Context: an optimization exercise on an open-source flow, tuned for small area and a short achievable clock period. The choices shown serve that exercise and are no tape-out recipe.
Function was checked by simulation only, so behaviour that the tests miss may differ from the original.
Power and IR drop assume default switching activity.

===== flow/run.sh =====
#!/bin/bash
# The standard layout (standard.sh) with two changes to how it is made:
#  - synthesis maps logic with flow/abc_map.script, an area-recovering ABC
#    script, in place of ORFS's abc_speed.script. Everything else in the
#    synthesis (synth_recipe.tcl, dfflibmap, flatten, renames) is unchanged,
#    so the registers are the standard synthesis's.
#  - port buffers use a plain buffer cell instead of the delay buffer that
#    buffer_ports picks on its own.
# Each make run's full output goes to a log file in the work folder; ORFS's
# per-step logs stay under orfs/logs.
set -euo pipefail
work=$(pwd)
rm -rf "$work/orfs_scripts"
cp -r "$FLOW_HOME/scripts" "$work/orfs_scripts"
cp "$work/flow/abc_map.script" "$work/orfs_scripts/abc_speed.script"
export BUFFER_PORTS_ARGS="-buffer_cell sky130_fd_sc_hd__buf_2"
bash standard.sh SCRIPTS_DIR="$work/orfs_scripts" synth > flow_synth.log 2>&1
bash standard.sh SCRIPTS_DIR="$work/orfs_scripts" finish > flow_make.log 2>&1

===== flow/abc_map.script =====
&get -n
&st
&syn2
&dch
&nf -R 1000 -p
&put

===== standard.sh =====
#!/bin/bash
# synth_recipe.tcl (not shown) runs the flow's synth.tcl, then flattens the netlist and writes it again
# the make line also repeats each setting of config.mk as NAME=value (left out here)
make -C /OpenROAD-flow-scripts/flow DESIGN_CONFIG=/design/flow/config.mk WORK_HOME=/design/flow/orfs CLKGATE_MAP_FILE= SYNTH_SCRIPT=/design/flow/synth_recipe.tcl "${@:-finish}"

===== config.mk =====
export PLATFORM = sky130hd
export DESIGN_NAME = rx_payload_q
export DESIGN_NICKNAME = rx_payload_q
export VERILOG_FILES = /design/flow/design.v
export SDC_FILE = /design/flow/constraint.sdc
export NUM_CORES = 4
export LEC_CHECK = 0
export CAP_MARGIN = 20
export CORE_MARGIN = 2
export CORE_UTILIZATION = 60
export CTS_BUF_LIST = sky130_fd_sc_hd__clkbuf_16
export CTS_CLUSTER_DIAMETER = 100
export CTS_CLUSTER_SIZE = 30
export SETUP_SLACK_MARGIN = 2.8
export SLEW_MARGIN = 20

===== constraint.sdc =====
create_clock -name core_clock -period 5.0 [get_ports {clk}]
set_input_delay 1.0000 -clock core_clock [delete_from_list [all_inputs] [get_ports {clk}]]
set_output_delay 1.0000 -clock core_clock [all_outputs]
set_load 0.01 [all_outputs]

===== design.v =====
`timescale 1ns/100ps
`default_nettype none
package rx_q_cfg_pkg;
    localparam int FLOW_CNT = 4;
    localparam int FLOW_ID_W = 2;
    localparam int RING_DEPTH = 8;
    localparam int RING_IDX_W = 3;
    localparam int ENTRY_W = 32;
endpackage
`default_nettype wire
`timescale 1ns/100ps
`default_nettype none
module flow_ring (
     input  logic                           clk
    ,input  logic                           reset
    ,input  logic                           push
    ,input  logic [rx_q_cfg_pkg::ENTRY_W-1:0]   push_data
    ,output logic                           full
    ,input  logic                           pop
    ,output logic [rx_q_cfg_pkg::ENTRY_W-1:0]   head_data
    ,output logic                           empty
);
    localparam int RING_DEPTH = rx_q_cfg_pkg::RING_DEPTH;
    localparam int RING_IDX_W = rx_q_cfg_pkg::RING_IDX_W;
    localparam int ENTRY_W    = rx_q_cfg_pkg::ENTRY_W;
    logic [ENTRY_W-1:0]     entries [RING_DEPTH];
    localparam int JC_W       = RING_DEPTH / 2;
    logic [RING_DEPTH-1:0]  head_oh;
    logic [JC_W-1:0]        tail_jc;
    logic [RING_DEPTH-1:0]  tail_oh;
    logic                   full_reg;
    logic                   empty_reg;
    logic [RING_DEPTH-1:0]  head_oh_nxt;
    logic [RING_DEPTH-1:0]  tail_oh_nxt;
    assign head_oh_nxt = {head_oh[RING_DEPTH-2:0], head_oh[RING_DEPTH-1]};
    assign tail_oh_nxt = {tail_oh[RING_DEPTH-2:0], tail_oh[RING_DEPTH-1]};
    for (genvar k = 0; k < JC_W; k++) begin : g_tail_dec
        if (k == 0) begin : g_first
            assign tail_oh[k]        = ~tail_jc[JC_W-1] & ~tail_jc[0];
            assign tail_oh[k + JC_W] =  tail_jc[JC_W-1] &  tail_jc[0];
        end
        else begin : g_rest
            assign tail_oh[k]        =  tail_jc[k-1] & ~tail_jc[k];
            assign tail_oh[k + JC_W] = ~tail_jc[k-1] &  tail_jc[k];
        end
    end
    assign full  = full_reg;
    assign empty = empty_reg;
    always_ff @(posedge clk) begin
        if (reset) begin
            head_oh   <= RING_DEPTH'(1);
            tail_jc   <= '0;
            full_reg  <= 1'b0;
            empty_reg <= 1'b1;
        end
        else begin
            if (push) begin
                tail_jc <= {tail_jc[JC_W-2:0], ~tail_jc[JC_W-1]};
            end
            if (pop) begin
                head_oh <= head_oh_nxt;
            end
            if (pop) begin
                full_reg <= 1'b0;
            end
            else if (push) begin
                full_reg <= |(tail_oh_nxt & head_oh);
            end
            if (push) begin
                empty_reg <= 1'b0;
            end
            else if (pop) begin
                empty_reg <= |(head_oh_nxt & tail_oh);
            end
        end
    end
    always_ff @(posedge clk) begin
        for (int e = 0; e < RING_DEPTH; e++) begin
            if (!full_reg && tail_oh[e]) begin
                entries[e] <= push_data;
            end
        end
    end
    always_comb begin
        head_data = '0;
        for (int e = 0; e < RING_DEPTH; e++) begin
            head_data = head_data
                      | (entries[e] & {ENTRY_W{!empty_reg && head_oh[e]}});
        end
    end
endmodule
`default_nettype wire
`timescale 1ns/100ps
`default_nettype none
module enqueue_steer (
     input  logic                                   enq_req_val
    ,input  logic [rx_q_cfg_pkg::FLOW_ID_W-1:0]         enq_req_flowid
    ,input  logic [rx_q_cfg_pkg::ENTRY_W-1:0]           enq_req_data
    ,output logic                                   enq_req_rdy
    ,input  logic [rx_q_cfg_pkg::FLOW_CNT-1:0]      full_vec
    ,output logic [rx_q_cfg_pkg::FLOW_CNT-1:0]      push_vec
    ,output logic [rx_q_cfg_pkg::ENTRY_W-1:0]           push_data
);
    localparam int FLOW_CNT   = rx_q_cfg_pkg::FLOW_CNT;
    localparam int FLOW_ID_W  = rx_q_cfg_pkg::FLOW_ID_W;
    assign push_data = enq_req_data;
    for (genvar i = 0; i < FLOW_CNT; i++) begin : g_ring
        assign push_vec[i] = enq_req_val && !full_vec[i]
                             && (enq_req_flowid == FLOW_ID_W'(i));
    end
    assign enq_req_rdy = ~full_vec[enq_req_flowid];
endmodule
`default_nettype wire
`timescale 1ns/100ps
`default_nettype none
module read_resp_stage (
     input  logic                                   clk
    ,input  logic                                   reset
    ,input  logic                                   rd_req_val
    ,input  logic [rx_q_cfg_pkg::FLOW_ID_W-1:0]         rd_req_flowid
    ,output logic                                   rd_req_rdy
    ,output logic                                   rd_resp_val
    ,output logic                                   rd_resp_is_empty
    ,output logic [rx_q_cfg_pkg::ENTRY_W-1:0]           rd_resp_entry
    ,input  logic                                   rd_resp_rdy
    ,input  logic [rx_q_cfg_pkg::FLOW_CNT-1:0]      empty_vec
    ,input  logic [rx_q_cfg_pkg::FLOW_CNT*rx_q_cfg_pkg::ENTRY_W-1:0] head_data_vec
    ,output logic [rx_q_cfg_pkg::FLOW_CNT-1:0]      pop_vec
);
    localparam int FLOW_CNT   = rx_q_cfg_pkg::FLOW_CNT;
    localparam int FLOW_ID_W  = rx_q_cfg_pkg::FLOW_ID_W;
    localparam int ENTRY_W    = rx_q_cfg_pkg::ENTRY_W;
    logic                   req_xfer;
    logic                   sel_empty;
    logic [ENTRY_W-1:0]     sel_data;
    logic                   resp_val_reg;
    logic                   resp_is_empty_reg;
    logic [ENTRY_W-1:0]     resp_entry_reg;
    for (genvar i = 0; i < FLOW_CNT; i++) begin : g_ring
        assign pop_vec[i] = req_xfer && (rd_req_flowid == FLOW_ID_W'(i))
                            && !empty_vec[i];
    end
    assign rd_req_rdy = ~resp_val_reg | rd_resp_rdy;
    assign req_xfer   = rd_req_val & rd_req_rdy;
    assign sel_empty = empty_vec[rd_req_flowid];
    always_comb begin
        sel_data = '0;
        for (int i = 0; i < FLOW_CNT; i++) begin
            sel_data = sel_data
                     | (head_data_vec[i*ENTRY_W +: ENTRY_W]
                        & {ENTRY_W{rd_req_flowid == FLOW_ID_W'(i)}});
        end
    end
    always_ff @(posedge clk) begin
        if (reset) begin
            resp_val_reg <= 1'b0;
        end
        else if (req_xfer) begin
            resp_val_reg <= 1'b1;
        end
        else if (rd_resp_rdy) begin
            resp_val_reg <= 1'b0;
        end
    end
    always_ff @(posedge clk) begin
        if (rd_req_rdy) begin
            resp_is_empty_reg <= sel_empty;
            resp_entry_reg    <= sel_data;
        end
    end
    assign rd_resp_val      = resp_val_reg;
    assign rd_resp_is_empty = resp_is_empty_reg;
    assign rd_resp_entry    = resp_entry_reg;
endmodule
`default_nettype wire
`timescale 1ns/100ps
`default_nettype none
module rx_payload_q (
     input  logic                           clk
    ,input  logic                           reset
    ,input  logic                           enq_req_val
    ,input  logic [rx_q_cfg_pkg::FLOW_ID_W-1:0] enq_req_flowid
    ,input  logic [rx_q_cfg_pkg::ENTRY_W-1:0]   enq_req_data
    ,output logic                           enq_req_rdy
    ,input  logic                           rd_req_val
    ,input  logic [rx_q_cfg_pkg::FLOW_ID_W-1:0] rd_req_flowid
    ,output logic                           rd_req_rdy
    ,output logic                           rd_resp_val
    ,output logic                           rd_resp_is_empty
    ,output logic [rx_q_cfg_pkg::ENTRY_W-1:0]   rd_resp_entry
    ,input  logic                           rd_resp_rdy
);
    localparam int FLOW_CNT   = rx_q_cfg_pkg::FLOW_CNT;
    localparam int ENTRY_W    = rx_q_cfg_pkg::ENTRY_W;
    logic [FLOW_CNT-1:0]            push_vec;
    logic [ENTRY_W-1:0]             push_data;
    logic [FLOW_CNT-1:0]            full_vec;
    logic [FLOW_CNT-1:0]            pop_vec;
    logic [FLOW_CNT-1:0]            empty_vec;
    logic [FLOW_CNT*ENTRY_W-1:0]    head_data_vec;
    enqueue_steer u_enqueue_steer (
         .enq_req_val       (enq_req_val        )
        ,.enq_req_flowid    (enq_req_flowid     )
        ,.enq_req_data      (enq_req_data       )
        ,.enq_req_rdy       (enq_req_rdy        )
        ,.full_vec          (full_vec           )
        ,.push_vec          (push_vec           )
        ,.push_data         (push_data          )
    );
    for (genvar i = 0; i < FLOW_CNT; i++) begin : g_flow
        flow_ring u_flow_ring (
             .clk           (clk                )
            ,.reset         (reset              )
            ,.push          (push_vec[i]        )
            ,.push_data     (push_data          )
            ,.full          (full_vec[i]        )
            ,.pop           (pop_vec[i]         )
            ,.head_data     (head_data_vec[i*ENTRY_W +: ENTRY_W])
            ,.empty         (empty_vec[i]       )
        );
    end
    read_resp_stage u_read_resp_stage (
         .clk               (clk                )
        ,.reset             (reset              )
        ,.rd_req_val        (rd_req_val         )
        ,.rd_req_flowid     (rd_req_flowid      )
        ,.rd_req_rdy        (rd_req_rdy         )
        ,.rd_resp_val       (rd_resp_val        )
        ,.rd_resp_is_empty  (rd_resp_is_empty   )
        ,.rd_resp_entry     (rd_resp_entry      )
        ,.rd_resp_rdy       (rd_resp_rdy        )
        ,.empty_vec         (empty_vec          )
        ,.head_data_vec     (head_data_vec      )
        ,.pop_vec           (pop_vec            )
    );
endmodule
`default_nettype wire

==> results of run 1 <==
[worst register-to-register path: cells and delay by family, from the launching register on]
family / cells / cell delay [ns]
and+or+nand+nor: 1 / 0.45
buffers and inverters: 2 / 0.31
DFF: 1 / 0.39
AOI/OAI and AO/OA: 2 / 0.98
[report_power, final]
| group | switching [mW] | internal [mW] | total [mW] | leakage, nW |
|---|---|---|---|---|
| combinational | 0.608 | 0.230 | 0.838 | 2.97 |
| clock | 2.66 | 1.71 | 4.37 | 0.699 |
| sequential | 0.147 | 10.5 | 10.7 | 10.3 |
| total | 3.41 | 12.5 | 15.9 | 14.0 |
[cell families after synthesis]
family | after synthesis
DFF | 1114
AOI/OAI and AO/OA | 577
and+or+nand+nor | 300
buffers and inverters | 10
muxes | 6
[synthesized netlist by cell type]
cell type and count:
edfxtp_1 1057, a222oi_1 215, a22oi_1 146, a31oi_1 95
nor2_1 95, nand2_1 78, dfxtp_1 57, nor3_1 48
or4_1 24, a221oi_1 23, a41oi_1 20, a21oi_1 17
a22o_1 14, nand3_1 13, a211oi_1 12, nor3b_1 11
o22ai_1 11, clkinv_1 10, nor2b_1 10, o21ai_0 9
nand2b_1 6, mux2i_1 5, o221ai_1 5, or3_1 5
a32oi_1 3, o21bai_1 3, and2_0 2, a2111oi_0 1
a32o_1 1, and3b_1 1, mux4_2 1, nand3b_1 1
nand4_1 1, nand4b_1 1, nor4b_1 1, nor4bb_1 1
o211ai_1 1, o32ai_1 1, or2_0 1, or3b_1 1
[repair_timing]
action,CTS,global route
gates resized for setup,122,57
gates cloned,8,1
pin swaps,52,73
endpoints found under the setup margin,112,132
hold buffers,0,0
buffers inserted,41,19
[metal layers]
metal	wire length, um	up-vias
met5	0	-
met4	1930	0
met3	15400	109
met2	52800	1696
met1	45000	11900
li1	-	9432
[final cells by class]
cell class | count | area share (%)
flip-flops and latches | 1114 | 74.5
clock inverters | 26 | 0.320
clock buffers | 45 | 2.55
diodes | 1 | 0.00566
inverters | 10 | 0.0877
multi-input cells | 886 | 15.8
repair buffers | 211 | 4.33
well taps | 855 | 2.42
[how the worst min path moves through the flow]
stage / cells after the start / to / slack (ns) / start
after global placement: 2 / g_flow[1].u_flow_ring.head_oh[3]$_SDFFE_PP0P_ / 0.53 / g_flow[1].u_flow_ring.head_oh[3]$_SDFFE_PP0P_
after global routing: 2 / g_flow[0].u_flow_ring.head_oh[5]$_SDFFE_PP0P_ / 0.57 / g_flow[0].u_flow_ring.head_oh[4]$_SDFFE_PP0P_
after floorplan: 2 / g_flow[1].u_flow_ring.empty_reg$_SDFFE_PP1P_ / 0.51 / g_flow[1].u_flow_ring.empty_reg$_SDFFE_PP1P_
after CTS: 2 / g_flow[1].u_flow_ring.head_oh[4]$_SDFFE_PP0P_ / 0.55 / g_flow[1].u_flow_ring.head_oh[3]$_SDFFE_PP0P_
final: 2 / g_flow[0].u_flow_ring.head_oh[5]$_SDFFE_PP0P_ / 0.56 / g_flow[0].u_flow_ring.head_oh[4]$_SDFFE_PP0P_
after detailed placement: 2 / g_flow[1].u_flow_ring.head_oh[3]$_SDFFE_PP0P_ / 0.54 / g_flow[1].u_flow_ring.head_oh[3]$_SDFFE_PP0P_
[stage by stage]
| step | hold WS, ns | util (%) | total power [mW] | std cells |
|---|---|---|---|---|
| 2_1_floorplan | 0.507 | - | 11.2 | 2007 |
| 3_5_place_dp | 0.544 | 64.5 | 11.7 | 3007 |
| 6_report | 0.560 | 68.6 | 15.9 | 3148 |
| 3_3_place_gp | 0.534 | 64.5 | 11.6 | 3007 |
| 4_1_cts | 0.553 | 67.9 | 15.9 | 3127 |
| 5_1_grt | 0.569 | 68.6 | 16.3 | 3148 |
==> impl_results.md, run 1 <==
- Clock root buffer: clkbuf_16
- Residual DRC count: 0
- Max reg flops: between 1000 and 1500
- Slowest-stage cell, CP: mux4_2
- Pwr Density: about 360 nW/um^2
- Max cap viols: 0
- Via count: 23100
- GR met1 Demand/Resource: 54.7%
- Dominant cell type by area after synthesis: edfxtp_1
- CP Cell Sequence: buf_8 > mux4_2 > clkinv_2 > buf_6
- RSZ-0062 raised after global routing: true
- Share of layout cells above drive strength 1: 16.3%
- GRT met3 Usage: under 10%
- Area occupied by multi-input gates: between 6000 and 7000 sq um
- Most frequent cells in the layout: edfxtp_1, a222oi_1, a22oi_1
- Arrival @ worst endpoint: around 1.7 ns
- Simple-gate portion of the synthesized area: about 3.6%
- Skew-Pair Late Insertion Delay: approximately 0.65 ns
- Worst reg2reg setup slack: around 2.7 ns
- Global-route wire length before repair: about 160000 um
- H-tree depth: 2
- Die width: approximately 260 um
- Core Rows: 93
- Initial DRC count: between 4000 and 5000
- Net count of the mapped netlist: 2048
- Final Hold Vio Count: 0
- Clock-pin slew on the worst setup and hold paths: roughly 0.10 ns
- IO buf count: 76
- FF-to-FF Start: g_flow[2].u_flow_ring.head_oh[1]$_SDFFE_PP0P_
- Synth Area in XOR/XNOR: 0%
- TritonCTS buffer count: 43
- Synth Register Bits: about 1100
- Post-place setup slack: roughly 1.9 ns
- Number of global-route vias before repair: 21100
- Max Slew Vio Count: 0
- Worst Setup End Kind: output port
- Peak VDD IR: roughly 0.31 mV
- Critical path startpoint: enq_req_flowid[0]
- HPWL Detailed: about 65000 um
- Die area: 67400 sq um
- Average size of a mapped cell: roughly 20 sq um
- Final Critical Period: around 2.7 ns
- Mean routed wirelength per cell: around 37 um
- Worst Setup EP: enq_req_rdy
- YS warnings: 3
- Die height: roughly 260 um
- Most common library cell in the layout ignoring fill and taps: edfxtp_1
- FF+latch area: about 33000 sq um
- Total negative setup slack: 0 ns
- Status: complete, no violations
- CTS tree: built
- Worst Max-Slew Pin Slew: approximately 1.1 ns
- Largest family of logic cells by synthesized area: compound AO/OA/AOI/OAI gates
- Fin area: 44200 sq um
- Hold Crit Class: reg2reg
- I/O Pins: between 70 and 80
- Worst stage delay on the critical path: 0.49 ns
- Unique masters post-synth: 40
- Post-Place Cell Area: around 42000 sq um
- Compound-Gate Fraction of Synth Area: 12.1%
- Initial antenna violation count: 6
- Reg2reg end: u_read_resp_stage.resp_entry_reg[1]$_DFFE_PN_
- Final setup fails: 0
- Worst path depth: 4
- Via-to-Cell Ratio: 7.34
- Crit path max-delay family: multiplexers
- Synth top area share: about 80%
- Buf/Inv on CP: 3
- Area Growth Syn to Fin: 12.9%
- Fin crit share: 54.3%
- Max Buffers Root-to-Sink: 3
- Skew final: between 0.03 and 0.04 ns
- Post-synthesis instance area: slightly below 40000 sq um
- GR Util All Layers: 34.1%
- Core Area: ~64000 sq um
- Crit path max fanout: 2
- Placer Congestion: between 0.8 and 0.9
- WS Path Type: in2out
- Detailed-router iteration count before antenna repair: 8
- Mux cell area share after synthesis: less than 1%
- Synthesized instance count: 2007
- Req. time, crit path: 4.00 ns
- Largest net degree at the start of global routing: 58
- Synth top area cells: edfxtp_1, a222oi_1, dfxtp_1, a22oi_1, a31oi_1
- Fill cells: around 4200
- Crit path launch type: input pin
- GR Overflow Total: 0
- Post-synthesis sequential area ratio: about 84%
- Static Leak: around 14 nW
- Detailed-route wire length: about 120000 um
- Starting Density: 60.8%
- Detail Route Antenna Nets: 0
- Slew margin rel.: about 29%
- Grt met2 use: about 52%
- Nets: approximately 2300
- Grt peak-use layer: met1
- Sink Count: around 1100
- PnR worst setup slack: roughly 2.3 ns
- R2R cell count: 5
- Max Fclk: around 0.37 GHz
- Post-Synth Adder-Cell Area: 0%
==> run 2: changes to the inputs <==
==> flow/run.sh (replaced) <==
#!/bin/bash
# The standard layout (standard.sh) with these changes to how it is made:
#  - synthesis maps logic with flow/abc_map.script, an area-recovering ABC
#    script, in place of ORFS's abc_speed.script, and keeps ABC off the cells
#    listed in flow/abc_dont_use.txt (the mux cells, whose select-to-output
#    delay is slow on the port-to-port enq_req_rdy path). Everything else in
#    the synthesis (synth_recipe.tcl, dfflibmap, flatten, renames) is
#    unchanged, so the registers are the standard synthesis's.
#  - port buffers use a plain buffer cell instead of the delay buffer that
#    buffer_ports picks on its own.
# Each make run's full output goes to a log file in the work folder; ORFS's
# per-step logs stay under orfs/logs.
set -euo pipefail
work=$(pwd)
rm -rf "$work/orfs_scripts"
cp -r "$FLOW_HOME/scripts" "$work/orfs_scripts"
cp "$work/flow/abc_map.script" "$work/orfs_scripts/abc_speed.script"
python3 "$work/flow/patch_preamble.py" "$work/orfs_scripts/synth_preamble.tcl"
export ABC_EXTRA_DONT_USE="$(tr '\n' ' ' < "$work/flow/abc_dont_use.txt")"
export BUFFER_PORTS_ARGS="-buffer_cell sky130_fd_sc_hd__buf_2"
bash standard.sh SCRIPTS_DIR="$work/orfs_scripts" synth > flow_synth.log 2>&1
bash standard.sh SCRIPTS_DIR="$work/orfs_scripts" finish > flow_make.log 2>&1
==> flow/abc_dont_use.txt (new file) <==
sky130_fd_sc_hd__mux4_1
sky130_fd_sc_hd__mux4_2
sky130_fd_sc_hd__mux4_4
sky130_fd_sc_hd__mux2_1
sky130_fd_sc_hd__mux2_2
sky130_fd_sc_hd__mux2_4
sky130_fd_sc_hd__mux2_8
==> flow/patch_preamble.py (new file) <==
import sys
p = sys.argv[1]
s = open(p).read()
anchor = "# Technology mapping for cells\nset abc_args [list -script $abc_script"
assert anchor in s
s = s.replace(anchor, "# Cells the flow keeps ABC from mapping to (its own flow's choice)\nforeach cell [env_var_or_empty ABC_EXTRA_DONT_USE] {\n  lappend lib_dont_use_args -dont_use $cell\n}\n\n" + anchor)
open(p, 'w').write(s)
--- a/config.mk
+++ b/config.mk
@@ -11,5 +11,5 @@
 export CTS_BUF_LIST = sky130_fd_sc_hd__clkbuf_16
 export CTS_CLUSTER_DIAMETER = 100
 export CTS_CLUSTER_SIZE = 30
-export SETUP_SLACK_MARGIN = 2.8
+export SETUP_SLACK_MARGIN = 2.6
 export SLEW_MARGIN = 20
==> impl_results.md, run 2 <==
- Number of global-route vias before repair: 20800 (-1.5%)
- Detailed-route wire length: 103000 um (-10%)
- Crit path launch type: input pin
- Number of placed instances, taps included: 3017 (+0.33%)
- I/O Pins: 77 (unchanged)
- Most frequent cells in the layout: edfxtp_1, a222oi_1, a22oi_1
- Detailed-router iteration count before antenna repair: 8 (unchanged)
- Sink Count: 1114 (unchanged)
- Nets: 2258 (-2.1%)
- Buf/Inv on CP: 2 (-1)
- Slew margin rel.: 35.2% (+6.3 points)
- Max Buffers Root-to-Sink: 3 (unchanged)
- Die area: 67400 sq um (about the same)
- Post-synthesis sequential area ratio: 83.9% (about the same)
- Skew-Pair Late Insertion Delay: 0.63 ns (-0.02 ns)
- Mean routed wirelength per cell: 33.4 um (-8.7%)
- CTS tree: built
- GRT met3 Usage: 5.29% (+0.52 points)
- Synth Register Bits: 1114 (unchanged)
- Max reg flops: 1024 (unchanged)
- Synthesized instance count: 2013 (+0.30%)
- Die height: 260 um (about the same)
- GR Util All Layers: 30.9% (-3.2 points)
- WS Path Type: in2out
- GR met1 Demand/Resource: 49.2% (-5.5 points)
- Pwr Density: 366 nW/um^2 (+1.8%)
- Worst Max-Slew Pin Slew: 0.973 ns (-0.0948 ns)
- Final setup fails: 0 (unchanged)
- Cell with the most instances after synthesis: edfxtp_1
- CP Cell Sequence: buf_12 > nor2b_4 > nor3_2 > a211o_1 > buf_2
- Clock-pin slew on the worst setup and hold paths: 0.11 ns (about the same)
- Grt peak-use layer: met1
- RSZ-0062 raised after global routing: true
- Req. time, crit path: 4.00 ns (about the same)
- Post-synthesis instance area: 39200 sq um (about the same)
- Starting Density: 60.8% (about the same)
- Post-Place Cell Area: 41500 sq um (about the same)
- Crit path max fanout: 5 (+3)
- Total negative setup slack: 0 ns (unchanged)
- Status: complete, no violations
- Detail Route Antenna Nets: 0 (unchanged)
- Hold Crit Class: reg2reg
- Dominant cell type by area after synthesis: edfxtp_1
- Final Hold Vio Count: 0 (unchanged)
- Initial antenna violation count: 10 (+4)
- HPWL Detailed: 59300 um (-8.6%)
- Placer Congestion: 0.855 (-1.7%)
- Max Fclk: 0.378 GHz (+2.6%)
- Max Slew Vio Count: 0 (unchanged)
- IO buf count: 76 (unchanged)
- Via count: 22200 (-4.1%)
- Worst Setup End Kind: output port
- Hold WS: 0.521 ns (-0.0387 ns)
- Die width: 260 um (about the same)
- Clock root buffer: clkbuf_16
- Arrival @ worst endpoint: 1.64 ns (-0.07 ns)
- Peak VDD IR: 0.337 mV (+7.4%)
- YS warnings: 3 (unchanged)
- Core Rows: 93 (unchanged)
- Skew final: 0.0293 ns (-0.00581 ns)
- GR Overflow Total: 0 (unchanged)
- Average size of a mapped cell: 19.5 sq um (-0.27%)
- Unique masters post-synth: 39 (-2.5%)
- Core Area: 64500 sq um (unchanged)
- Share of layout cells above drive strength 1: 12.9% (-3.4 points)
- TritonCTS buffer count: 43 (unchanged)
- Slowest-stage cell, CP: a211o_1
- Fin area: 43100 sq um (-2.6%)
- Max cap viols: 0 (unchanged)
- Number of synthesized flops with an enable pin: 1057 (unchanged)
- Global-route wire length before repair: 149000 um (-6.9%)
- Synth top area cells: edfxtp_1, a222oi_1, dfxtp_1, a22oi_1, a31oi_1
- Most frequent cells after synthesis: edfxtp_1, a222oi_1, a22oi_1, nor2_1, a31oi_1
- Fin cells: 3093 (-1.7%)
- Crit path max-delay family: buffers and inverters
- Static Leak: 13.5 nW (-3.3%)
- Residual DRC count: 0 (unchanged)
- H-tree depth: 2 (unchanged)
- Synth top area share: 81.0% (about the same)
- Most common library cell in the layout ignoring fill and taps: edfxtp_1
- Post-synth ARST share: 0% (unchanged)
- Via-to-Cell Ratio: 7.16 (-2.4%)
- Initial DRC count: 4002 (-18%)
- Final Critical Period: 2.64 ns (-0.0696 ns)
- Net count of the mapped netlist: 2054 (+0.29%)
- Grt met2 use: 46.2% (-5.6 points)
- Area Growth Syn to Fin: 9.98%
- Largest net degree at the start of global routing: 58 (unchanged)
- Fin crit share: 52.9% (-1.4 points)
- Worst stage delay on the critical path: 0.25 ns (-0.24 ns)
- Synth Flop Type: edfxtp_1
run 2: cell types whose count changed after synthesis, moves of 2 or more:
cell,change
nor3_1,+4
nor2_1,+2
nor2b_1,+3
clkinv_1,-2
run 2: worst min-delay path, stage by stage (launching register included):
cell and delay, ns:
dfxtp_1 0.35, nor2_1 0.10, nor3_1 0.04
run 2: cell families (layout without fill, tap and decap cells):
| logic type | after synthesis | count (layout) | synth area share (%) |
|---|---|---|---|
| mux | 4 | 4 | 0.102 |
| flops | 1114 | 1114 | 83.9 |
| other cells | 0 | 4 | 0 |
| buf+inv | 8 | 228 | 0.0766 |
| compound gates | 577 | 577 | 12.1 |
| simple gates | 310 | 311 | 3.77 |
run 2: power breakdown:
group / internal, mW / switching, mW
Clock: 1.65 / 2.62
Combinational: 0.202 / 0.572
Sequential: 10.6 / 0.133
Total: 12.4 / 3.32
run 2: per-layer routing:
metal  vias up  wire length (um)
met5         -                 0
met4         0              1550
met3        94             11700
met2      1307             47300
met1     11400             42700
li1       9320                 -
run 2: area by class of cell:
cell class | instances | area, sq um
clock buffer | 45 | 1130
clock inverter | 17 | 90.1
fill | 4390 | 21400
multi-input combinational | 892 | 6790
sequential | 1114 | 32900
inverter | 8 | 30.0
antenna | 4 | 10.0
tap | 855 | 1070
timing repair buffer | 158 | 1070
run 2: repair_timing:
action	4_1_cts	5_1_grt
pin swaps	1	5
hold buffers	0	0
setup buffers	4	5
endpoints found under the setup margin	32	17
gates resized for setup	39	22
cloned	1	0
run 2: worst paths after layout:
kind | slack [ns] | end | cells after the start | start
setup reg to reg | 2.62 | u_read_resp_stage.resp_entry_reg[24]$_DFFE_PN_ | 4 | g_flow[2].u_flow_ring.head_oh[2]$_SDFFE_PP0P_
hold reg to reg | 0.52 | g_flow[3].u_flow_ring.head_oh[7]$_SDFFE_PP0P_ | 2 | g_flow[3].u_flow_ring.head_oh[7]$_SDFFE_PP0P_
hold / removal | 0.52 | g_flow[3].u_flow_ring.head_oh[7]$_SDFFE_PP0P_ | 2 | g_flow[3].u_flow_ring.head_oh[7]$_SDFFE_PP0P_
setup / recovery | 2.36 | enq_req_rdy | 5 | enq_req_flowid[0]
run 2: stage by stage:
stage          power, mW  setup slack [ns]  util (%)
2_1_floorplan       11.2              1.63         -
3_3_place_gp        11.7              1.74      64.4
3_5_place_dp        11.7              1.93      64.4
4_1_cts             15.8              2.33      66.6
5_1_grt             16.2              2.32      66.8
6_report            15.8              2.36      66.9
==> run 3: changes to the inputs <==
--- a/config.mk
+++ b/config.mk
@@ -13,3 +13,4 @@
 export CTS_CLUSTER_SIZE = 30
 export SETUP_SLACK_MARGIN = 2.6
 export SLEW_MARGIN = 20
+export TNS_END_PERCENT = 5
==> impl_results.md, run 3 <==
- CTS tree: built
- Synthesized instance count: 2013 (unchanged)
- Clock-pin slew on the worst setup and hold paths: 0.11 ns (about the same)
- CP Cell Sequence: buf_2 > nor3_2 > a211o_1 > buf_2
- Cts hold-fix bufs: 0 (unchanged)
- H-tree depth: 2 (unchanged)
- Hold Path Origin: g_flow[0].u_flow_ring.tail_jc[2]$_SDFFE_PP0P_
- RSZ-0062 raised after global routing: true
- Die width: 260 um (unchanged)
- Hold Crit Class: reg2reg
- Worst Max-Slew Pin Slew: 1.15 ns (+0.180 ns)
- Pwr Density: 369 nW/um^2 (+0.79%)
- Final Hold Vio Count: 0 (unchanged)
- Post-Place Cell Area: 41500 sq um (-0.12%)
- GR Overflow Total: 0 (unchanged)
- Crit path launch type: input pin
- Fin area: 42800 sq um (-0.64%)
- Skew-Pair Late Insertion Delay: 0.62 ns (about the same)
- Worst Hold Depth: 2 (unchanged)
- Fill cells: 4344 (-1.0%)
- TritonCTS buffer count: 43 (unchanged)
- Dominant cell type by area after synthesis: edfxtp_1
- Largest net degree at the start of global routing: 58 (unchanged)
- Synth Flop Type: edfxtp_1
- Synth Register Bits: 1114 (unchanged)
- Worst Setup End Kind: output port
- Residual DRC count: 0 (unchanged)
- Global-route wire length before repair: 154000 um (+3.1%)
- Max Buffers Root-to-Sink: 3 (unchanged)
- Reg2reg end: u_read_resp_stage.resp_entry_reg[11]$_DFFE_PN_
- Hold EP: g_flow[0].u_flow_ring.tail_jc[2]$_SDFFE_PP0P_
- Top cell by count, worst path: buf_2
- Post-synthesis sequential area ratio: 83.9% (unchanged)
- Fin crit share: 53.0% (+0.15 points)
- Core Rows: 93 (unchanged)
- Synth top area share: 81.0% (unchanged)
- Number of synthesized flops with an enable pin: 1057 (unchanged)
- Initial antenna violation count: 5 (-5)
- Detailed-route wire length: 108000 um (+4.6%)
- Skew final: 0.0255 ns (-0.00378 ns)
- Peak VDD IR: 0.339 mV (+0.53%)
- HPWL Detailed: 63200 um (+6.6%)
- Max Fclk: 0.377 GHz (-0.28%)
- Mean routed wirelength per cell: 34.9 um (+4.4%)
- Most frequent cells in the layout: edfxtp_1, a222oi_1, a22oi_1
- R2R cell count: 5 (+1)
- WS Path Type: in2out
- Detailed-router iteration count before antenna repair: 7 (-1)
- Worst reg2reg setup slack: 2.36 ns (-0.26 ns)
- Starting Density: 60.8% (unchanged)
- Max Slew Vio Count: 0 (unchanged)
- Area Growth Syn to Fin: 9.27%
- Crit path max fanout: 7 (+2)
- Static Leak: 13.5 nW (about the same)
- Crit path max-delay family: buffers and inverters
- Req. time, crit path: 4.00 ns (about the same)
- Most common library cell in the layout ignoring fill and taps: edfxtp_1
- Final Critical Period: 2.65 ns (+0.00731 ns)
- Initial DRC count: 4330 (+8.2%)
- Slowest-stage cell, CP: a211o_1
- Total negative setup slack: 0 ns (unchanged)
- Number of global-route vias before repair: 21200 (+2.0%)
- Buf/Inv on CP: 2 (unchanged)
- YS warnings: 3 (unchanged)
- Cell with the most instances after synthesis: edfxtp_1
- Slew margin rel.: 23.1% (-12 points)
- Via count: 22600 (+1.9%)
- Share of layout cells above drive strength 1: 11.5% (-1.4 points)
- Placer Congestion: 0.870 (+1.8%)
- I/O Pins: 77 (unchanged)
- Most frequent cells after synthesis: edfxtp_1, a222oi_1, a22oi_1, nor2_1, a31oi_1
- Detail Route Antenna Nets: 0 (unchanged)
- Synth top area cells: edfxtp_1, a222oi_1, dfxtp_1, a22oi_1, a31oi_1
- Nets: 2267 (+0.40%)
- FF-to-FF Start: g_flow[0].u_flow_ring.head_oh[6]$_SDFFE_PP0P_
- Net count of the mapped netlist: 2054 (unchanged)
- Max reg flops: 1024 (unchanged)
- Die height: 260 um (unchanged)
- Core Area: 64500 sq um (unchanged)
- GR Util All Layers: 32.2% (+1.3 points)
- Utilization after layout: 66.4% (-0.43 points)
- Status: complete, no violations
- Final setup fails: 0 (unchanged)
- Worst stage delay on the critical path: 0.26 ns (about the same)
- Arrival @ worst endpoint: 1.65 ns (about the same)
- Die area: 67400 sq um (unchanged)
- Max cap viols: 0 (unchanged)
- Sink Count: 1114 (unchanged)
- Via-to-Cell Ratio: 7.29 (+1.7%)
- Unique masters post-synth: 39 (unchanged)
- Post-synth ARST share: 0% (unchanged)
- Post-synthesis instance area: 39200 sq um (unchanged)
- Clock root buffer: clkbuf_16
- IO buf count: 76 (unchanged)
- Average size of a mapped cell: 19.5 sq um (unchanged)
## run 3: cell counts after synthesis
Identical to the previous run, type by type.
## run 3: worst min-delay path, delay by kind of cell, from the launching register on
kind | cells | cell delay [ns]
and+or+nand+nor | 2 | 0.17
DFF | 1 | 0.38
## run 3: worst max path at each step
| stage | startpoint | to | slack [ns] | cells after the start |
|---|---|---|---|---|
| finish | enq_req_flowid[1] | enq_req_rdy | 2.35 | 4 |
| global route | enq_req_flowid[1] | enq_req_rdy | 2.32 | 4 |
| CTS | enq_req_flowid[0] | enq_req_rdy | 2.36 | 5 |
| detailed placement | rd_req_flowid[1] | u_read_resp_stage.resp_entry_reg[22]$_DFFE_PN_ | 1.88 | 5 |
| global placement | rd_req_flowid[1] | u_read_resp_stage.resp_entry_reg[7]$_DFFE_PN_ | 1.94 | 5 |
| floorplan | g_flow[2].u_flow_ring.tail_jc[2]$_SDFFE_PP0P_ | g_flow[2].u_flow_ring.entries[3][0]$_DFFE_PP_ | 1.62 | 1 |
## run 3: per-stage QoR
step	hold WS (ns)	setup WS, ns	std cells	power, mW
after floorplan	0.503	1.62	2013	11.2
after global placement	0.517	1.94	3030	11.7
after detailed placement	0.529	1.88	3030	11.7
after CTS	0.585	2.36	3098	15.8
after global routing	0.611	2.32	3098	16.2
final	0.581	2.35	3099	15.8
## run 3: cells by family after synthesis
kind of cell | after synthesis | share of synthesized area (%)
buffers and inverters | 8 | 0.0766
multiplexers | 4 | 0.102
AO/OA/AOI/OAI | 577 | 12.1
flip-flops | 1114 | 83.9
AND/OR/NAND/NOR | 310 | 3.77
## run 3: layer usage
layer	GRT usage (%)	vias to the layer above	wire length (um)
met4	10.1	8	3750
met3	4.46	156	10900
met5	0	-	56
li1	-	9327	-
met1	47.5	11700	42000
met2	51.0	1377	51400
## run 3: power breakdown
part / total, mW / internal [mW] / switching [mW] / leakage [nW]
sequential: 10.7 / 10.6 / 0.140 / 10.3
combinational: 0.765 / 0.195 / 0.570 / 2.57
clock: 4.30 / 1.65 / 2.64 / 0.637
total: 15.8 / 12.4 / 3.35 / 13.5
## run 3: layout make-up
class	count	area [sq um]	area share [%]
Antenna cell	1	2.50	0.00584
Clock buffer	45	1130	2.63
Clock inverter	17	81.3	0.190
Inverter	8	30.0	0.0701
Multi-Input combinational cell	891	6490	15.1
Sequential cell	1114	32900	76.8
Tap cell	855	1070	2.50
Timing Repair Buffer	168	1130	2.65
## run 3: what timing repair did
| item | in CTS | in global routing |
|---|---|---|
| setup buffers | 5 | 0 |
| endpoints found under the hold margin | 0 | 0 |
| pin swaps | 2 | 0 |
| cloned | 1 | 0 |
| setup endpoints to repair | 28 | 34 |
| resized for setup | 16 | 1 |
==> run 4: changes to the inputs <==
==> flow/abc_map.script (replaced) <==
&get -n
&st
&syn2
&dch
&nf -R 1000 -p
&put
buffer -c
topo
stime -c
upsize -c
dnsize -c
==> impl_results.md, run 4 <==
- Post-Synth Adder-Cell Area: 0% (unchanged)
- P_sw: 3.41 mW (+1.6%)
- RSZ-0062 raised after global routing: true
- Average size of a mapped cell: 18.3 sq um (-5.8%)
- Share of layout cells above drive strength 1: 11.8% (+0.32 points)
- Synth Flop Type: edfxtp_1
- Synth top area cells: edfxtp_1, a222oi_1, dfxtp_1, a22oi_1, a31oi_1
- # diodes: 0 (-1)
- Post-synthesis instance area: 40100 sq um (+2.3%)
- Clock power share: 27.2% (about the same)
- Synth Area in XOR/XNOR: 0% (unchanged)
- Unique masters post-synth: 49 (+26%)
- Total negative setup slack: 0 ns (unchanged)
- Detail Route Antenna Nets: 0 (unchanged)
- Final setup fails: 0 (unchanged)
- Largest net degree at the start of global routing: 58 (unchanged)
- WS Path Type: reg2reg
- Crit path max fanout: 21 (+14)
- Via count: 22700 (+0.57%)
- Worst Max-Slew Pin Slew: 1.12 ns (-0.0307 ns)
- Most common library cell in the layout ignoring fill and taps: edfxtp_1
- Cts hold-fix bufs: 0 (unchanged)
- HPWL Detailed: 66000 um (+4.3%)
- Detailed-route wire length: 112000 um (+3.7%)
- Peak VDD IR: 0.363 mV (+6.9%)
- Global-route wire length before repair: 157000 um (+2.2%)
- Switch share: 21.5% (+0.28 points)
- Post-synthesis sequential area ratio: 82.0% (-1.9 points)
- Skew-Pair Late Insertion Delay: 0.63 ns (about the same)
- Die width: 262 um (+1.1%)
- CP Cell Sequence: buf_4 > a222oi_1 > a31oi_1 > or4_1
- Starting Density: 60.7% (about the same)
- Cell with the most instances after synthesis: edfxtp_1
- Most frequent cells in the layout: edfxtp_1, a222oi_1, a22oi_1
- Post-synth ARST share: 0% (unchanged)
- Initial DRC count: 4665 (+7.7%)
- Area Growth Syn to Fin: 6.74%
- Number of global-route vias before repair: 20600 (-2.5%)
- Initial antenna violation count: 11 (+6)
- Status: complete, no violations
- Fill cells: 4479 (+3.1%)
- I/O Pins: 77 (unchanged)
- Sink Count: 1114 (unchanged)
- Final Critical Period: 2.66 ns (+0.00384 ns)
- Final Hold Vio Count: 0 (unchanged)
- Synth Register Bits: 1114 (unchanged)
- Slowest-stage cell, CP: a222oi_1
- Slew margin rel.: 25.2% (+2.2 points)
- Int Pwr: 12.4 mW (about the same)
- H-tree depth: 2 (unchanged)
- Core Area: 66000 sq um (+2.4%)
- GR Util All Layers: 32.1% (-0.10 points)
- Skew final: 0.0383 ns (+0.0128 ns)
- Simple-gate portion of the synthesized area: 3.72% (-0.046 points)
- Mux cell area share after synthesis: 0.0999% (-0.0023 points)
- Max reg flops: 1024 (unchanged)
- CTS tree: built
- Utilization after layout: 64.8% (-1.6 points)
- Static Leak: 13.4 nW (-0.59%)
- Residual DRC count: 0 (unchanged)
- TritonCTS buffer count: 43 (unchanged)
- Worst reg2reg setup slack: 2.34 ns (-0.02 ns)
- IO buf count: 76 (unchanged)
- Detailed-router iteration count before antenna repair: 10 (+3)
- Sequential fraction of design power: 67.8% (about the same)
- Max Buffers Root-to-Sink: 3 (unchanged)
- Synth top area share: 79.2% (-1.8 points)
- Fin cells: 3089 (-0.32%)
- Synthesized instance count: 2185 (+8.5%)
- Clock root buffer: clkbuf_16
- Pwr Density: 370 nW/um^2 (+0.40%)
- Largest family of logic cells by synthesized area: compound AO/OA/AOI/OAI gates
- Hold WS: 0.548 ns (-0.0328 ns)
- Max Slew Vio Count: 0 (unchanged)
- Net count of the mapped netlist: 2226 (+8.4%)
- Logic pwr share: 5.1% (+0.3 points)
- Core Rows: 94 (+1.1%)
- YS warnings: 3 (unchanged)
- Number of synthesized flops with an enable pin: 1057 (unchanged)
- Dominant cell type by area after synthesis: edfxtp_1
- Worst stage delay on the critical path: 0.82 ns (+0.56 ns)
- Die height: 262 um (+1.1%)
- Buf/Inv on CP: 1 (-1)
- Crit path max-delay family: compound AO/OA/AOI/OAI gates
- Arrival @ worst endpoint: 3.03 ns (+1.38 ns)
- GR Overflow Total: 0 (unchanged)
- Number of placed instances, taps included: 3022 (-0.26%)
- Worst Setup End Kind: register
- Compound-Gate Fraction of Synth Area: 11.9% (-0.26 points)
- Fin crit share: 53.1% (+0.077 points)
- Clock-pin slew on the worst setup and hold paths: 0.11 ns (about the same)
- Crit path launch type: register
- Most frequent cells after synthesis: edfxtp_1, a222oi_1, a22oi_1
- Max Fclk: 0.377 GHz (-0.14%)
- Via-to-Cell Ratio: 7.35 (+0.89%)
- Nets: 2249 (-0.79%)
- Mean routed wirelength per cell: 36.3 um (+4.0%)
- Req. time, crit path: 5.37 ns (+1.37 ns)
- Max cap viols: 0 (unchanged)
- Die area: 68900 sq um (+2.2%)
- Hold Crit Class: reg2reg
- Placer Congestion: 0.895 (+2.8%)
-- run 4: final timing paths --
| check | start | endpoint | depth (start not counted) |
|---|---|---|---|
| worst min-delay path | g_flow[1].u_flow_ring.head_oh[3]$_SDFFE_PP0P_ | g_flow[1].u_flow_ring.head_oh[3]$_SDFFE_PP0P_ | 2 |
| worst max-delay path | g_flow[2].u_flow_ring.head_oh[0]$_SDFFE_PP1P_ | u_read_resp_stage.resp_entry_reg[19]$_DFFE_PN_ | 4 |
| worst min register to register | g_flow[1].u_flow_ring.head_oh[3]$_SDFFE_PP0P_ | g_flow[1].u_flow_ring.head_oh[3]$_SDFFE_PP0P_ | 2 |
| worst max register to register | g_flow[2].u_flow_ring.head_oh[0]$_SDFFE_PP1P_ | u_read_resp_stage.resp_entry_reg[19]$_DFFE_PN_ | 4 |
-- run 4: kinds of logic after synthesis --
logic type / after synthesis
AOI/OAI and AO/OA: 577
DFF: 1114
and+or+nand+nor: 310
muxes: 4
buffers and inverters: 180
-- run 4: power by group through the flow --
stage	clock network, mW	registers (mW)	logic, mW
after floorplan	0	10.9	0.351
after global placement	0	10.9	0.771
after detailed placement	0	10.9	0.779
after CTS	4.36	10.7	0.790
after global routing	4.64	10.8	0.844
final	4.30	10.7	0.800
-- run 4: worst min-delay path: cells and delay by family (launching register included) --
kind	cells	cell delay (ns)
and+or+nand+nor	2	0.15
DFF	1	0.37
-- run 4: repair_timing --
action                     4_1_cts  5_1_grt
setup endpoints to repair       31       37
pin swaps                        7        7
resized for setup               22       12
setup buffers                    3        1
-- run 4: final cells by class --
type	count	area (sq um)	area share, %
clock buffers	45	1130	2.63
clock inverters	17	90.1	0.211
inverters	8	30.0	0.0702
multi-input cells	891	6520	15.2
flip-flops and latches	1114	32900	77.0
well taps	864	1080	2.53
repair buffers	150	1010	2.37
-- run 4: layer usage --
layer | up-vias | share of wire (%) | GRT usage, %
met5 | - | 0.042 | 0
met4 | 8 | 1.7 | 5.65
met3 | 132 | 14 | 9.38
met2 | 1620 | 44 | 46.4
met1 | 11700 | 40 | 49.8
li1 | 9290 | - | -
-- run 4: per-stage QoR --
| step | setup WS, ns | area, sq um | total power, mW |
|---|---|---|---|
| 3_5_place_dp | 2.05 | 41400 | 11.7 |
| 2_1_floorplan | 1.50 | 40100 | 11.2 |
| 3_3_place_gp | 2.08 | 41400 | 11.7 |
| 4_1_cts | 2.36 | 42700 | 15.9 |
| 6_report | 2.34 | 42800 | 15.8 |
| 5_1_grt | 2.35 | 42800 | 16.2 |
==> run 5: changes to the inputs <==
==> flow/abc_map.script (replaced) <==
&get -n
&st
&dch
&nf
&st
&syn2
&if -g -K 6
&synch2
&nf
&st
&syn2
&if -g -K 6
&synch2
&nf
&st
&syn2
&if -g -K 6
&synch2
&nf
&st
&syn2
&if -g -K 6
&synch2
&nf
&st
&syn2
&if -g -K 6
&synch2
&nf
&put
buffer -c
topo
stime -c
upsize -c
dnsize -c
--- a/config.mk
+++ b/config.mk
@@ -13,4 +13,3 @@
 export CTS_CLUSTER_SIZE = 30
 export SETUP_SLACK_MARGIN = 2.6
 export SLEW_MARGIN = 20
-export TNS_END_PERCENT = 5
==> impl_results.md, run 5 <==
- Status: complete, no violations
- Crit path max-delay family: buffers and inverters
- Synth Flop Type: edfxtp_1
- Skew-Pair Late Insertion Delay: 0.63 ns (about the same)
- Post-synthesis sequential area ratio: 81.3% (-0.75 points)
- I/O Pins: 77 (unchanged)
- Arrival @ worst endpoint: 1.62 ns (-1.41 ns)
- CTS tree: built
- Crit path launch type: input pin
- Pwr Density: 350 nW/um^2 (-5.3%)
- Cell with the most instances after synthesis: edfxtp_1
- Buf/Inv on CP: 2 (+1)
- Post-synth ARST share: 0% (unchanged)
- Average size of a mapped cell: 18.0 sq um (-1.8%)
- Final Critical Period: 2.62 ns (-0.0307 ns)
- Residual DRC count: 0 (unchanged)
- Synth Register Bits: 1114 (unchanged)
- TritonCTS buffer count: 43 (unchanged)
- Reg2reg end: g_flow[1].u_flow_ring.entries[6][14]$_DFFE_PP_
- Fill cells: 4599 (+2.7%)
- Overall power: 15.2 mW (-3.7%)
- Worst stage delay on the critical path: 0.20 ns (-0.62 ns)
- Starting Density: 60.4% (-0.30 points)
- Max cap viols: 0 (unchanged)
- RSZ-0062 raised after global routing: true
- Slew margin rel.: 16.6% (-8.7 points)
- Number of synthesized flops with an enable pin: 1057 (unchanged)
- Detail Route Antenna Nets: 0 (unchanged)
- Crit path max fanout: 5 (-76%)
- Cts hold-fix bufs: 0 (unchanged)
- Via-to-Cell Ratio: 7.51 (+2.2%)
- Clock-pin slew on the worst setup and hold paths: 0.10 ns (about the same)
- GR Util All Layers: 35.9% (+3.7 points)
- HPWL Detailed: 65700 um (-0.39%)
- Max Slew Vio Count: 0 (unchanged)
- Synthesized instance count: 2245 (+2.7%)
- Core Rows: 95 (+1.1%)
- WS Path Type: in2out
- H-tree depth: 2 (unchanged)
- Req. time, crit path: 4.00 ns (-1.37 ns)
- Worst Setup End Kind: output port
- Die height: 264 um (+0.46%)
- Global-route wire length before repair: 172000 um (+9.5%)
- Fin crit share: 52.5% (-0.61 points)
- Hold EP: g_flow[3].u_flow_ring.empty_reg$_SDFFE_PP1P_
- Nets: 2311 (+2.8%)
- Unique masters post-synth: 46 (-6.1%)
- Sink Count: 1114 (unchanged)
- Total negative setup slack: 0 ns (unchanged)
- Post-synthesis instance area: 40400 sq um (+0.92%)
- Share of layout cells above drive strength 1: 12.3% (+0.52 points)
- Placer Congestion: 0.824 (-7.9%)
- Number of global-route vias before repair: 22300 (+7.9%)
- Die area: 69500 sq um (+0.91%)
- Max reg flops: 1024 (unchanged)
- Max Fclk: 0.381 GHz (+1.2%)
- Largest net degree at the start of global routing: 50 (-14%)
- Worst Max-Slew Pin Slew: 1.25 ns (+0.130 ns)
- Post-Place Cell Area: 42100 sq um (+1.7%)
- Most frequent cells in the layout: edfxtp_1, a22oi_1, a41oi_1
- FF-to-FF Start: g_flow[1].u_flow_ring.tail_jc[2]$_SDFFE_PP0P_
- Skew final: 0.0220 ns (-0.0163 ns)
- Core Area: 66900 sq um (+1.4%)
- Initial antenna violation count: 28 (+17)
- Hold WS: 0.523 ns (-0.0249 ns)
- Static Leak: 13.3 nW (-0.68%)
- Detailed-route wire length: 125000 um (+12%)
- Mean routed wirelength per cell: 39.5 um (+9.0%)
- Worst Hold Depth: 2 (unchanged)
- Most common library cell in the layout ignoring fill and taps: edfxtp_1
- Clock root buffer: clkbuf_16
- Fin area: 43500 sq um (+1.7%)
- Max Buffers Root-to-Sink: 3 (unchanged)
- Critical path startpoint: enq_req_flowid[0]
- Slowest-stage cell, CP: mux2i_1
- Initial DRC count: 4059 (-13%)
- Worst reg2reg setup slack: 2.62 ns (+0.28 ns)
- CP Cell Sequence: buf_12 > nor2_4 > a21oi_2 > mux2i_1 > buf_2
- Final Hold Vio Count: 0 (unchanged)
- Final setup fails: 0 (unchanged)
- YS warnings: 3 (unchanged)
- Die width: 264 um (+0.46%)
- Dominant cell type by area after synthesis: edfxtp_1
- Synth top area cells: edfxtp_1, a22oi_1, dfxtp_1, a41oi_1, clkbuf_1
- Peak VDD IR: 0.287 mV (-21%)
- Synth top area share: 78.5% (-0.73 points)
- Via count: 23800 (+4.6%)
- GR Overflow Total: 0 (unchanged)
- Hold Path Origin: g_flow[3].u_flow_ring.empty_reg$_SDFFE_PP1P_
- Area Growth Syn to Fin: 7.53%
- R2R cell count: 3 (-1)
- Net count of the mapped netlist: 2286 (+2.7%)
- Detailed-router iteration count before antenna repair: 6 (-4)
- Most frequent cells after synthesis: edfxtp_1, a22oi_1, clkbuf_1, a41oi_1, nor2_1
- Hold Crit Class: reg2reg
- IO buf count: 76 (unchanged)
-- run 5: cell count changes after synthesis, moves of 16 or more --
| cell | before | now |
|---|---|---|
| a22oi_1 | 146 | 513 |
| a222oi_1 | 215 | 0 |
| a41oi_1 | 20 | 129 |
| a31oi_1 | 95 | 1 |
| clkbuf_1 | 95 | 165 |
| buf_2 | 48 | 3 |
| nand2_1 | 79 | 34 |
| nor2_1 | 95 | 58 |
| nor3_1 | 51 | 22 |
| mux2i_1 | 4 | 32 |
| buf_6 | 20 | 4 |
-- run 5: repair_timing --
action | 4_1_cts | 5_1_grt
pin swaps | 4 | 2
setup buffers | 6 | 1
endpoints found under the setup margin | 125 | 20
endpoints found under the hold margin | 0 | 0
gates resized for setup | 14 | 12
gates cloned | 1 | 1
-- run 5: worst max-delay path by stage --
stage,endpoint,depth (start not counted)
floorplan,g_flow[2].u_flow_ring.entries[7][0]$_DFFE_PP_,2
detailed placement,u_read_resp_stage.resp_entry_reg[6]$_DFFE_PN_,6
finish,enq_req_rdy,5
global route,enq_req_rdy,5
global placement,u_read_resp_stage.resp_entry_reg[0]$_DFFE_PN_,6
CTS,enq_req_rdy,5
-- run 5: report_power, final --
| group | switching [mW] | leakage [nW] | internal, mW |
|---|---|---|---|
| Clock | 2.69 | 0.636 | 1.64 |
| Combinational | 0.349 | 2.41 | 0.116 |
| Sequential | 0.0730 | 10.3 | 10.4 |
-- run 5: worst register-to-register path: cells and delay by family (launching register included) --
family                 cells  cell delay, ns
AND/OR/NAND/NOR            2            0.89
flip-flops                 1            0.60
buffers and inverters      1            0.53
-- run 5: final cells by class --
type	count	area (sq um)	share of cell area, %
clock buffer	43	1080	2.47
multi-input combinational	935	7130	16.4
sequential	1114	32900	75.7
tap	873	1090	2.51
inverter	21	78.8	0.181
timing repair buffer	155	1040	2.39
clock inverter	18	119	0.273
antenna	5	12.5	0.0288
-- run 5: per-layer routing --
metal  routed length [um]  vias to the layer above  GRT usage, %
met4                 4000                       22          10.1
met3                18200                      262          10.9
met2                55900                     1869          53.7
met5                  134                        -             0
li1                     -                     9406             -
met1                46800                    12200          51.6
-- run 5: through the flow --
step | worst slack (ns) | std cells | utilization (%)
floorplan | 1.49 | 2245 | -
global placement | 1.69 | 3087 | 62.9
detailed placement | 1.61 | 3089 | 62.9
CTS | 2.34 | 3157 | 64.9
global route | 2.35 | 3161 | 65.0
finish | 2.38 | 3164 | 65.0
-- run 5: cell families (layout without fill, tap and decap cells) --
group / count (synthesis) / count (layout) / share of synthesized area (%)
buffers and inverters: 197 / 237 / 1.92
multiplexers: 32 / 32 / 0.792
AND/OR/NAND/NOR: 192 / 193 / 2.56
AO/OA/AOI/OAI: 710 / 710 / 13.4
other: 0 / 5 / 0
flip-flops: 1114 / 1114 / 81.3
==> run 6: changes to the inputs <==
--- a/flow/run.sh
+++ b/flow/run.sh
@@ -18,5 +18,6 @@
 python3 "$work/flow/patch_preamble.py" "$work/orfs_scripts/synth_preamble.tcl"
 export ABC_EXTRA_DONT_USE="$(tr '\n' ' ' < "$work/flow/abc_dont_use.txt")"
 export BUFFER_PORTS_ARGS="-buffer_cell sky130_fd_sc_hd__buf_2"
+export IO_CONSTRAINTS="$(pwd)/flow/io.tcl"
 bash standard.sh SCRIPTS_DIR="$work/orfs_scripts" synth > flow_synth.log 2>&1
 bash standard.sh SCRIPTS_DIR="$work/orfs_scripts" finish > flow_make.log 2>&1
==> flow/abc_map.script (replaced) <==
&get -n
&st
&syn2
&dch
&nf -R 1000 -p
&put
==> flow/io.tcl (new file) <==
# Keep the control ports, whose port-to-port paths (enq_req_flowid to
# enq_req_rdy, rd_resp_rdy to rd_req_rdy) set the clock period, side by side
# on the die's edge instead of wherever the pin placer scatters them.
set_io_pin_constraint -group -order -pin_names {
  enq_req_val enq_req_flowid[1] enq_req_flowid[0] enq_req_rdy
  rd_req_rdy rd_resp_rdy rd_resp_val rd_req_val rd_req_flowid[1] rd_req_flowid[0]
}
==> impl_results.md, run 6 <==
- Skew final: 0.0289 ns (+0.00687 ns)
- Post-synthesis sequential area ratio: 83.9% (+2.6 points)
- Skew-Pair Late Insertion Delay: 0.63 ns (about the same)
- Net count of the mapped netlist: 2054 (-10%)
- Max cap viols: 0 (unchanged)
- Unique masters post-synth: 39 (-15%)
- Synth top area cells: edfxtp_1, a222oi_1, dfxtp_1, a22oi_1, a31oi_1
- Final setup fails: 0 (unchanged)
- Max reg flops: 1024 (unchanged)
- TritonCTS buffer count: 43 (unchanged)
- RSZ-0062 raised after global routing: true
- Starting Density: 60.8% (+0.35 points)
- Area Growth Syn to Fin: 10.1%
- Hold WS: 0.579 ns (+0.0556 ns)
- Dominant cell type by area after synthesis: edfxtp_1
- Slew margin rel.: 44.0% (+27 points)
- Post-Place Cell Area: 41600 sq um (-1.3%)
- Crit path max fanout: 4 (-1)
- Detailed-router iteration count before antenna repair: 10 (+4)
- GR Overflow Total: 0 (unchanged)
- Max Slew Vio Count: 0 (unchanged)
- Via-to-Cell Ratio: 7.36 (-2.0%)
- Sink Count: 1114 (unchanged)
- Nets: 2265 (-2.0%)
- Placer Congestion: 0.850 (+3.2%)
- Most frequent cells after synthesis: edfxtp_1, a222oi_1, a22oi_1, nor2_1, a31oi_1
- Crit path max-delay family: compound AO/OA/AOI/OAI gates
- Number of placed instances, taps included: 3025 (-2.1%)
- Peak VDD IR: 0.386 mV (+34%)
- Worst Max-Slew Pin Slew: 0.836 ns (-0.415 ns)
- Max Fclk: 0.379 GHz (-0.62%)
- Most frequent cells in the layout: edfxtp_1, a222oi_1, a22oi_1
- Global-route wire length before repair: 157000 um (-8.9%)
- Total negative setup slack: 0 ns (unchanged)
- Detail Route Antenna Nets: 0 (unchanged)
- Die height: 260 um (-1.5%)
- HPWL Detailed: 63000 um (-4.1%)
- Buf/Inv on CP: 2 (unchanged)
- Largest net degree at the start of global routing: 58 (+16%)
- Core Rows: 93 (-2.1%)
- Via count: 22800 (-4.1%)
- I/O Pins: 77 (unchanged)
- Die area: 67400 sq um (-3.1%)
- Post-synthesis instance area: 39200 sq um (-3.1%)
- Initial antenna violation count: 9 (-68%)
- Req. time, crit path: 4.00 ns (about the same)
- Hold Crit Class: reg2reg
- Synthesized instance count: 2013 (-10%)
- Final Critical Period: 2.64 ns (+0.0164 ns)
- Worst stage delay on the critical path: 0.27 ns (+0.07 ns)
- Initial DRC count: 4362 (+7.5%)
- Synth top area share: 81.0% (+2.5 points)
- Number of synthesized flops with an enable pin: 1057 (unchanged)
- Worst Setup End Kind: output port
- Average size of a mapped cell: 19.5 sq um (+8.0%)
- H-tree depth: 2 (unchanged)
- Post-synth ARST share: 0% (unchanged)
- Final Hold Vio Count: 0 (unchanged)
- Number of global-route vias before repair: 21500 (-3.6%)
- Share of layout cells above drive strength 1: 12.9% (+0.52 points)
- Status: complete, no violations
- Mean routed wirelength per cell: 35.8 um (-9.4%)
- Static Leak: 13.5 nW (+1.3%)
- Arrival @ worst endpoint: 1.64 ns (+0.02 ns)
- Core Area: 64500 sq um (-3.7%)
- Clock-pin slew on the worst setup and hold paths: 0.11 ns (about the same)
- Utilization after layout: 66.9% (+1.9 points)
- Fin area: 43100 sq um (-0.84%)
- Fin cells: 3097 (-2.1%)
- Max Buffers Root-to-Sink: 3 (unchanged)
- GR Util All Layers: 33.0% (-2.8 points)
- CP Cell Sequence: buf_8 > mux2i_2 > a211o_1 > buf_6
- Synth Register Bits: 1114 (unchanged)
- Crit path launch type: input pin
- Cts hold-fix bufs: 0 (unchanged)
- Detailed-route wire length: 111000 um (-11%)
- CTS tree: built
- Pwr Density: 367 nW/um^2 (+4.7%)
- Fin crit share: 52.8% (+0.33 points)
- Slowest-stage cell, CP: a211o_1
- Residual DRC count: 0 (unchanged)
- WS Path Type: in2out
- Die width: 260 um (-1.5%)
- Most common library cell in the layout ignoring fill and taps: edfxtp_1
- Cell with the most instances after synthesis: edfxtp_1
- IO buf count: 76 (unchanged)
- Synth Flop Type: edfxtp_1
- Clock root buffer: clkbuf_16
- YS warnings: 3 (unchanged)
==> run 6: cell types whose count changed after synthesis, moves of 14 or more <==
cell,previous run,this run
a41oi_1,129,20
a31oi_1,1,95
nor3_1,22,52
inv_1,20,0
nand2_1,34,79
a22oi_1,513,146
a222oi_1,0,215
a22o_1,0,14
clkbuf_1,165,0
mux2i_1,32,4
nor2_1,58,97
==> run 6: final timing paths <==
path              cells past startpoint  slack (ns)                                              to                                           from
setup / recovery                      4        2.36                                     enq_req_rdy                              enq_req_flowid[0]
hold / removal                        2        0.58   g_flow[2].u_flow_ring.head_oh[2]$_SDFFE_PP0P_  g_flow[2].u_flow_ring.head_oh[2]$_SDFFE_PP0P_
setup reg to reg                      4        2.60  u_read_resp_stage.resp_entry_reg[14]$_DFFE_PN_  g_flow[0].u_flow_ring.head_oh[5]$_SDFFE_PP0P_
hold reg to reg                       2        0.58   g_flow[2].u_flow_ring.head_oh[2]$_SDFFE_PP0P_  g_flow[2].u_flow_ring.head_oh[2]$_SDFFE_PP0P_
==> run 6: kinds of logic after synthesis <==
kind of cell / synth area share [%]
flip-flops: 83.9
buffers and inverters: 0.0766
multiplexers: 0.102
AO/OA/AOI/OAI: 12.1
AND/OR/NAND/NOR: 3.77
==> run 6: final cells by class <==
cell class / instances / area, sq um
Clock inverter: 16 / 81.3
Fill cell: 4334 / 21300
Timing Repair Buffer: 165 / 1140
Tap cell: 855 / 1070
Inverter: 8 / 30.0
Clock buffer: 45 / 1130
Multi-Input combinational cell: 892 / 6770
Sequential cell: 1114 / 32900
Antenna cell: 2 / 5.00
==> run 6: metrics by stage <==
step | total power, mW | worst slack [ns]
finish | 15.8 | 2.36
global route | 16.2 | 2.32
CTS | 15.8 | 2.35
detailed placement | 11.7 | 1.78
global placement | 11.7 | 1.82
floorplan | 11.2 | 1.63
==> run 6: where the power goes <==
group / switching (mW) / total (mW) / internal, mW / leakage [nW]
clock: 2.64 / 4.29 / 1.66 / 0.643
sequential: 0.143 / 10.7 / 10.6 / 10.3
combinational: 0.597 / 0.798 / 0.201 / 2.56
total: 3.38 / 15.8 / 12.4 / 13.5
==> run 6: worst register-to-register path: stages (launching register included) <==
cell and delay [ns]:
dfxtp_1 0.31, buf_4 0.26, a222oi_1 0.72, a31oi_2 0.31, or4_1 0.57
==> run 6: timing repair <==
action                     in CTS  in global routing
setup endpoints to repair      52                 26
pin swaps                       5                  9
setup buffers                   8                  0
cloned                          1                  0
resized for setup              33                 30
==> run 6: layer usage <==
layer | vias to the layer above | track usage, % | part of all wire [%]
li1 | 9334 | - | -
met1 | 11700 | 50.5 | 39
met2 | 1597 | 50.0 | 46
met3 | 169 | 6.67 | 13
met4 | 4 | 7.44 | 2.2
met5 | - | 0 | 0.024

==> port drivers added, routing unchanged <==
No port has a modelled driver above. Below, the same layouts with a new extraction and two added sets of constraints.
Step 1 assumes that a clkbuf_16 drives the clock port and a buf_2 every other input.
Step 2 times the ports against the registers' clock, not the clock port: input delays grow and output delays shrink by t, the midpoint of the rising clock arrivals with the driver on.
a / b / c = no drivers / after step 1 / after step 2; a / b = the first two.
| run | t (ns) | setup slack, ns | slew at the worst register clock pin (ns) | worst data-port slew with drivers (ns) |
|---|---|---|---|---|
| run 1 | 0.694 | 2.286 / 2.220 / 2.106 | 0.12 / 0.12 | 0.09 |
| run 2 | 0.677 | 2.355 / 2.299 / 2.008 | 0.11 / 0.11 | 0.09 |
| run 3 | 0.677 | 2.348 / 2.319 / 1.805 | 0.12 / 0.12 | 0.13 |
| run 4 | 0.680 | 2.344 / 2.334 / 2.022 | 0.11 / 0.11 | 0.11 |
| run 5 | 0.690 | 2.375 / 2.163 / 1.872 | 0.12 / 0.12 | 0.32 |
| run 6 | 0.679 | 2.359 / 2.314 / 2.048 | 0.12 / 0.12 | 0.10 |
After both steps every run listed still meets setup and hold. For run 3, which loses most, drivers alone change the setup slack by -0.029 ns; drivers and shift together by -0.543 ns.
